Source: an optimization exercise on an open RTL-to-GDS flow (aim: small area, a short achievable clock period and few clock cycles per item). Production flows keep margins and buffers that such runs may drop.
Function was checked by simulation only, so behaviour that the tests miss may differ from the original.

### config.mk
export PLATFORM = sky130hd
export DESIGN_NAME = lstm_delta
export DESIGN_NICKNAME = lstm_delta
export VERILOG_FILES = /design/flow/design.v
export SDC_FILE = /design/flow/constraint.sdc
export NUM_CORES = 4
export LEC_CHECK = 0
export CAP_MARGIN = 20
export CORE_MARGIN = 2
export CORE_UTILIZATION = 40
export SLEW_MARGIN = 20
### constraint.sdc
create_clock -name core_clock -period 12.0 [get_ports {clk}]
set_input_delay 2.4000 -clock core_clock [delete_from_list [all_inputs] [get_ports {clk}]]
set_output_delay 2.4000 -clock core_clock [all_outputs]
set_load 0.01 [all_outputs]
### design.v
`default_nettype none
package lstm_delta_pkg;
    localparam int DWIDTH = 16;
    localparam int NBIT   = 8;
    typedef logic signed [DWIDTH-1:0] data_t;
    localparam data_t ONE  = data_t'(1 << NBIT);
    localparam data_t DMAX = {1'b0, {(DWIDTH-1){1'b1}}};
    localparam data_t DMIN = {1'b1, {(DWIDTH-1){1'b0}}};
endpackage
`default_nettype wire
`default_nettype none
import lstm_delta_pkg::*;
module lstm_delta_fxmul
(
    input  logic signed [DWIDTH-1:0] x,
    input  logic signed [DWIDTH-1:0] y,
    output logic signed [DWIDTH-1:0] p
);
    logic signed [2*DWIDTH-1:0] full;
    logic signed [2*DWIDTH-1:0] shifted;
    always_comb begin
        full    = (2*DWIDTH)'(x) * (2*DWIDTH)'(y);
        shifted = full >>> NBIT;
        if (shifted[2*DWIDTH-1:DWIDTH-1] == '0 || shifted[2*DWIDTH-1:DWIDTH-1] == '1)
            p = shifted[DWIDTH-1:0];
        else
            p = shifted[2*DWIDTH-1] ? DMIN : DMAX;
    end
endmodule
`default_nettype wire
`default_nettype none
import lstm_delta_pkg::*;
module lstm_delta
(
    input  logic                     clk,
    input  logic                     xrst,
    input  logic                     in_valid,
    output logic                     in_ready,
    input  logic                     in_last,
    input  logic signed [DWIDTH-1:0] i,
    input  logic signed [DWIDTH-1:0] f,
    input  logic signed [DWIDTH-1:0] o,
    input  logic signed [DWIDTH-1:0] a,
    input  logic signed [DWIDTH-1:0] tanh_c,
    input  logic signed [DWIDTH-1:0] c_prev,
    input  logic signed [DWIDTH-1:0] dh,
    input  logic signed [DWIDTH-1:0] dc_next,
    output logic                     out_valid,
    input  logic                     out_ready,
    output logic                     out_last,
    output logic signed [DWIDTH-1:0] di,
    output logic signed [DWIDTH-1:0] df,
    output logic signed [DWIDTH-1:0] do_,
    output logic signed [DWIDTH-1:0] da,
    output logic signed [DWIDTH-1:0] dc_prev
);
    function automatic logic signed [DWIDTH-1:0] sat_add(input logic signed [DWIDTH-1:0] x,
                                                          input logic signed [DWIDTH-1:0] y);
        logic signed [DWIDTH:0] s;
        s = {x[DWIDTH-1], x} + {y[DWIDTH-1], y};
        if (s[DWIDTH] != s[DWIDTH-1]) sat_add = s[DWIDTH] ? DMIN : DMAX;
        else sat_add = s[DWIDTH-1:0];
    endfunction
    function automatic logic signed [DWIDTH-1:0] sat_sub(input logic signed [DWIDTH-1:0] x,
                                                          input logic signed [DWIDTH-1:0] y);
        logic signed [DWIDTH:0] s;
        s = {x[DWIDTH-1], x} - {y[DWIDTH-1], y};
        if (s[DWIDTH] != s[DWIDTH-1]) sat_sub = s[DWIDTH] ? DMIN : DMAX;
        else sat_sub = s[DWIDTH-1:0];
    endfunction
    logic    stall;
    logic    advance;
    logic    v1;
    logic    v2;
    logic signed [DWIDTH-1:0] s1_m1, s1_m2, s1_m3, s1_gi, s1_gf, s1_go, s1_m4;
    logic signed [DWIDTH-1:0] s1_f, s1_i, s1_a, s1_c_prev, s1_dc_next;
    logic    s1_last;
    logic signed [DWIDTH-1:0] s2_dc, s2_do_v, s2_ca, s2_cc, s2_ia, s2_f;
    logic    s2_last;
    assign stall    = out_valid && !out_ready;
    assign advance  = !stall;
    assign in_ready = !stall;
    logic signed [DWIDTH-1:0] one_m_i, one_m_f, one_m_o;
    logic signed [DWIDTH-1:0] m1_n, m2_n, m3_n, gi_n, gf_n, go_n, m4_n;
    assign one_m_i = sat_sub(ONE, i);
    assign one_m_f = sat_sub(ONE, f);
    assign one_m_o = sat_sub(ONE, o);
    lstm_delta_fxmul u_m1 (.x(dh),     .y(o),       .p(m1_n));
    lstm_delta_fxmul u_m2 (.x(dh),     .y(tanh_c),  .p(m2_n));
    lstm_delta_fxmul u_m3 (.x(tanh_c), .y(tanh_c),  .p(m3_n));
    lstm_delta_fxmul u_gi (.x(i),      .y(one_m_i), .p(gi_n));
    lstm_delta_fxmul u_gf (.x(f),      .y(one_m_f), .p(gf_n));
    lstm_delta_fxmul u_go (.x(o),      .y(one_m_o), .p(go_n));
    lstm_delta_fxmul u_m4 (.x(a),      .y(a),       .p(m4_n));
    logic signed [DWIDTH-1:0] one_m_m3, one_m_m4;
    logic signed [DWIDTH-1:0] dcm_n, dc_n, do_n, ca_n, cc_n, ia_n;
    assign one_m_m3 = sat_sub(ONE, s1_m3);
    assign one_m_m4 = sat_sub(ONE, s1_m4);
    assign dc_n     = sat_add(dcm_n, s1_dc_next);
    lstm_delta_fxmul u_dc (.x(s1_m1),     .y(one_m_m3), .p(dcm_n));
    lstm_delta_fxmul u_do (.x(s1_m2),     .y(s1_go),    .p(do_n));
    lstm_delta_fxmul u_ca (.x(s1_a),      .y(s1_gi),    .p(ca_n));
    lstm_delta_fxmul u_cc (.x(s1_c_prev), .y(s1_gf),    .p(cc_n));
    lstm_delta_fxmul u_ia (.x(s1_i),      .y(one_m_m4), .p(ia_n));
    logic signed [DWIDTH-1:0] di_n, df_n, da_n, dcp_n;
    lstm_delta_fxmul u_di  (.x(s2_dc), .y(s2_ca), .p(di_n));
    lstm_delta_fxmul u_df  (.x(s2_dc), .y(s2_cc), .p(df_n));
    lstm_delta_fxmul u_da  (.x(s2_dc), .y(s2_ia), .p(da_n));
    lstm_delta_fxmul u_dcp (.x(s2_dc), .y(s2_f),  .p(dcp_n));
    always_ff @(posedge clk or negedge xrst) begin
        if (!xrst) begin
            v1        <= 1'b0;
            v2        <= 1'b0;
            out_valid <= 1'b0;
            s1_m1      <= '0;
            s1_m2      <= '0;
            s1_m3      <= '0;
            s1_gi      <= '0;
            s1_gf      <= '0;
            s1_go      <= '0;
            s1_m4      <= '0;
            s1_f       <= '0;
            s1_i       <= '0;
            s1_a       <= '0;
            s1_c_prev  <= '0;
            s1_dc_next <= '0;
            s1_last    <= 1'b0;
            s2_dc      <= '0;
            s2_do_v    <= '0;
            s2_ca      <= '0;
            s2_cc      <= '0;
            s2_ia      <= '0;
            s2_f       <= '0;
            s2_last    <= 1'b0;
            out_last  <= 1'b0;
            di        <= '0;
            df        <= '0;
            do_       <= '0;
            da        <= '0;
            dc_prev   <= '0;
        end else if (advance) begin
            v1        <= in_valid;
            v2        <= v1;
            out_valid <= v2;
            s1_m1      <= m1_n;
            s1_m2      <= m2_n;
            s1_m3      <= m3_n;
            s1_gi      <= gi_n;
            s1_gf      <= gf_n;
            s1_go      <= go_n;
            s1_m4      <= m4_n;
            s1_f       <= f;
            s1_i       <= i;
            s1_a       <= a;
            s1_c_prev  <= c_prev;
            s1_dc_next <= dc_next;
            s1_last    <= in_last;
            s2_dc   <= dc_n;
            s2_do_v <= do_n;
            s2_ca   <= ca_n;
            s2_cc   <= cc_n;
            s2_ia   <= ia_n;
            s2_f    <= s1_f;
            s2_last <= s1_last;
            out_last <= s2_last;
            di       <= di_n;
            df       <= df_n;
            da       <= da_n;
            do_      <= s2_do_v;
            dc_prev  <= dcp_n;
        end
    end
endmodule
`default_nettype wire
### run.sh
#!/bin/bash
# synth_recipe.tcl (not shown) runs the flow's synth.tcl, then flattens the netlist and writes it again
# the make line also repeats each setting of config.mk as NAME=value (left out here)
make -C /OpenROAD-flow-scripts/flow DESIGN_CONFIG=/design/flow/config.mk WORK_HOME=/design/flow/orfs CLKGATE_MAP_FILE= SYNTH_SCRIPT=/design/flow/synth_recipe.tcl finish
==> out/summary.md <==
In this run the number of H-tree levels came out at 2. The pin count of the biggest net entering global routing came out at 152. Setup violations remaining at the end of the flow were counted as 0. The logs give 15 for the initial antenna violation count and 0 for the hold buffer count at cts. The library cell contributing the largest single delay on the critical path was fa_1.

The count of endpoints failing hold in the final timing report came out at 0. The cell that appears most often on the critical path is fa_1. The path type of the worst min-delay path is flip-flop to flip-flop.

The logs give 6435 for the number of violations reported at the end of detailed-routing iteration 0 and 87.58 MHz for the achievable frequency. The clock period minus worst slack was 11420 ps. The most common cell after layout, fill and taps aside was inv_1.

After layout, the worst setup slack is 581.9 ps. The per-cell via count in the routed design was 4.998; the detailed-route wire length per cell was 18.50 µm. The run finished with no timing, DRC or antenna violations.

Along the worst path, the maximum fanout reaches 13. Transition at the pin with the smallest max-transition slack: 1177 ps. After detailed routing, the number of remaining DRC violations is 0. A synthesized cell averages 9.134 µm². Clock-pin slew was measured on the worst setup and hold paths at 60 ps. The via count of the first global-routing pass was 131052; the initial core utilization was 40.08%.

TritonCTS built the clock tree. Routed wire length: 445600 µm. For the overall die area, the log shows 428900 µm². The worst pin sits at a relative slew slack of 21.56%. STA puts the critical path data arrival time at 12060 ps. Counting the buffers created by CTS gives 55. The later-pin clock latency in the skew report is 780 ps.

The share of cells above drive strength 1 was 4.042%. The minimum setup slack after placement is -292.1 ps. The number of optimization iterations in the first detailed-route pass was 6; the cell area after synthesis was 169500 µm².

The routed layout has 120370 vias. The tools report the capturing element type of the critical path as a flip-flop. The run gives 68.71 ps as the final worst clock skew.

The delay of the slowest critical-path stage was 540 ps. The largest total area in the synthesized netlist belongs to fa_1. By area the synthesized netlist is led by fa_1, inv_1, ha_1. The total congestion overflow after global routing was 0. The die is 654.9 µm tall. After synthesis, the largest area contributor takes up 48.81% of total cell area. The worst path uses 95.15% of the clock period. The net count of the mapped netlist is 24126, and the first-pass GRT wire length is 726000 µm. The count of nets left with antenna violations once routing finished came out at 0. For the estimated wirelength of the detail-placed design, the log shows 366000 µm. The sequential-to-total area share from yosys stat was 5.522%; the horizontal die dimension was 654.9 µm. The number of maximum-capacitance violations came out at 0.

The register bit count reported by yosys came out at 374. The clock drives 374 sinks. At the end of routability-driven placement, the weighted congestion stood at 0.8860. In the synthesized netlist, the number of instances is 18556. The synthesized netlist contains 102 unique library cells. After detailed placement, the total cell area comes to 178500 µm². The run gives 239 as the placement row count. The tree is rooted in a clkbuf_16.

Leaving out fill and tap cells, the most frequent cells in the layout are inv_1, fa_1, nand2_1, ha_1, and2_1. The share of the core filled with cells is 42.73%. In the final design database the tool counted 23935 nets.

The total of buffers placed on input and output ports is 215, and the number of enable-type register cells in the synthesized netlist is 0. The setup path with the least slack is of type flip-flop to flip-flop. The region available for standard cell placement spans 422800 µm².

Global routing used 21.44% of the available tracks. The area added between synthesis and finish works out to 6.618%. Count of boundary I/O pins: 216. STA classifies the critical path startpoint as a flip-flop.

Yosys printed 2 warnings. The final design area excluding fillers was 180700 µm²; the maximum clock path buffer count was 3. At the worst endpoint, the required time is 12640 ps.

Share of synthesized registers carrying an async set or reset: 100.0%. The most frequently used flop master after synthesis was dfrtp_1. Final number of max-transition violations: 0.
per-layer routing:
layer	GRT usage [%]	wire (µm)	vias to the layer above
met5	0	69	-
met1	28.95	193300	62579
li1	-	-	54274
met2	36.06	213800	2898
met3	2.767	23560	609
met4	6.226	14870	10
per-stage QoR:
step	hold slack (ps)	TNS [ps]	cells
final	453.9	0	24082
after global routing	482.5	-912.7	24075
after CTS	457.1	0	24060
after detailed placement	443.9	-4138	23957
after global placement	441.6	-4221	23956
after floorplan	430.0	0	18556
worst paths after layout:
check | start | endpoint | slack (ps) | depth (start not counted)
setup / recovery | s1_m3[4] | s2_dc[13] | 580 | 49
hold / removal | v2 | out_valid | 450 | 1
setup reg to reg | s1_m3[4] | s2_dc[13] | 580 | 49
hold reg to reg | v2 | out_valid | 450 | 1
max in group asynchronous | xrst | s1_f[11] | 8530 | 3
min in group asynchronous | xrst | do_[12] | 1580 | 1
layout make-up:
| cell class | count | area, µm² |
|---|---|---|
| Sequential cell | 374 | 9379 |
| Tap cell | 5663 | 7086 |
| Antenna cell | 10 | 25.02 |
| Clock inverter | 36 | 426.7 |
| Clock buffer | 65 | 1494 |
| Fill cell | 41810 | 242100 |
| Inverter | 4603 | 17290 |
| Timing Repair Buffer | 590 | 5117 |
| Multi-Input combinational cell | 12741 | 139900 |
critical path: cells and delay by family, from the launching register on:
kind	cells	cell delay [ps]
AND/OR/NAND/NOR	11	1900
AO/OA/AOI/OAI	19	3660
buffers and inverters	7	780
adder cells (fa/ha/maj)	10	4240
XOR/XNOR	2	320
flip-flops	1	410
synthesized netlist by cell type (19+ instances only):
cell type / instances
fa_1: 4132
nor4_1: 32
o221a_2: 70
a21boi_0: 21
o21bai_1: 48
dfrtp_1: 374
a221o_1: 55
nor2b_1: 181
o21ai_1: 24
buf_1: 21
or2_2: 77
nand2b_1: 221
ha_1: 1305
a211oi_1: 42
clkbuf_1: 785
nor3_1: 112
o211ai_1: 55
a31oi_1: 52
and3_1: 46
a21oi_1: 346
o21ai_0: 238
nor2_1: 407
and2_1: 1259
o21a_1: 71
inv_1: 4601
xor2_1: 171
nand3_1: 86
or3_1: 27
nand4_1: 62
o2111ai_1: 20
a211o_1: 19
nand2_1: 2686
a21o_1: 158
xnor2_1: 403
repair_timing:
action	CTS	global route
endpoints found under the hold margin	0	0
endpoints found under the setup margin	15	17
gates resized for setup	5	34
gates cloned	0	0
buffers inserted	2	12
pin swaps	1	11
cells by family after synthesis:
family	synth area share, %
DFF	5.522
adders and majority gates	58.52
AOI/OAI and AO/OA	5.896
and+or+nand+nor	14.88
xor gates and xnor gates	2.983
buffers and inverters	12.08
muxes	0.1218
Testbench counts, summed over its fixed seeds: cycles 8,024, items 8,000.

separate check: timing with driven ports:
The flow's constraints put no driver on any port. The routed layout listed below was extracted and timed again, unchanged, in two steps.
Step 1, drivers: a clkbuf_16 drives clk and a buf_2 each remaining input, both assumed.
Step 2 adds t to the input delays and takes it off the output delays; t is the mean of the earliest and latest rising clock arrival at the registers after step 1. Input paths then give back, and output paths get back, about the clock's delay inside the block.
Three values: no drivers, after step 1, after step 2; two values: the first two.
t, ns: 0.865
slack for setup (ns): 0.582 / 0.582 / -0.111
worst setup path at the end: input to register
clock arrival spread, ns: 0.081 / 0.081
worst register clock-pin slew, ns: 0.08 / 0.08
With both steps, setup timing fails in this run, where it was met with ideal ports. The setup slack of this run moves by 0.000 ns with the drivers and by -0.693 ns with both steps.
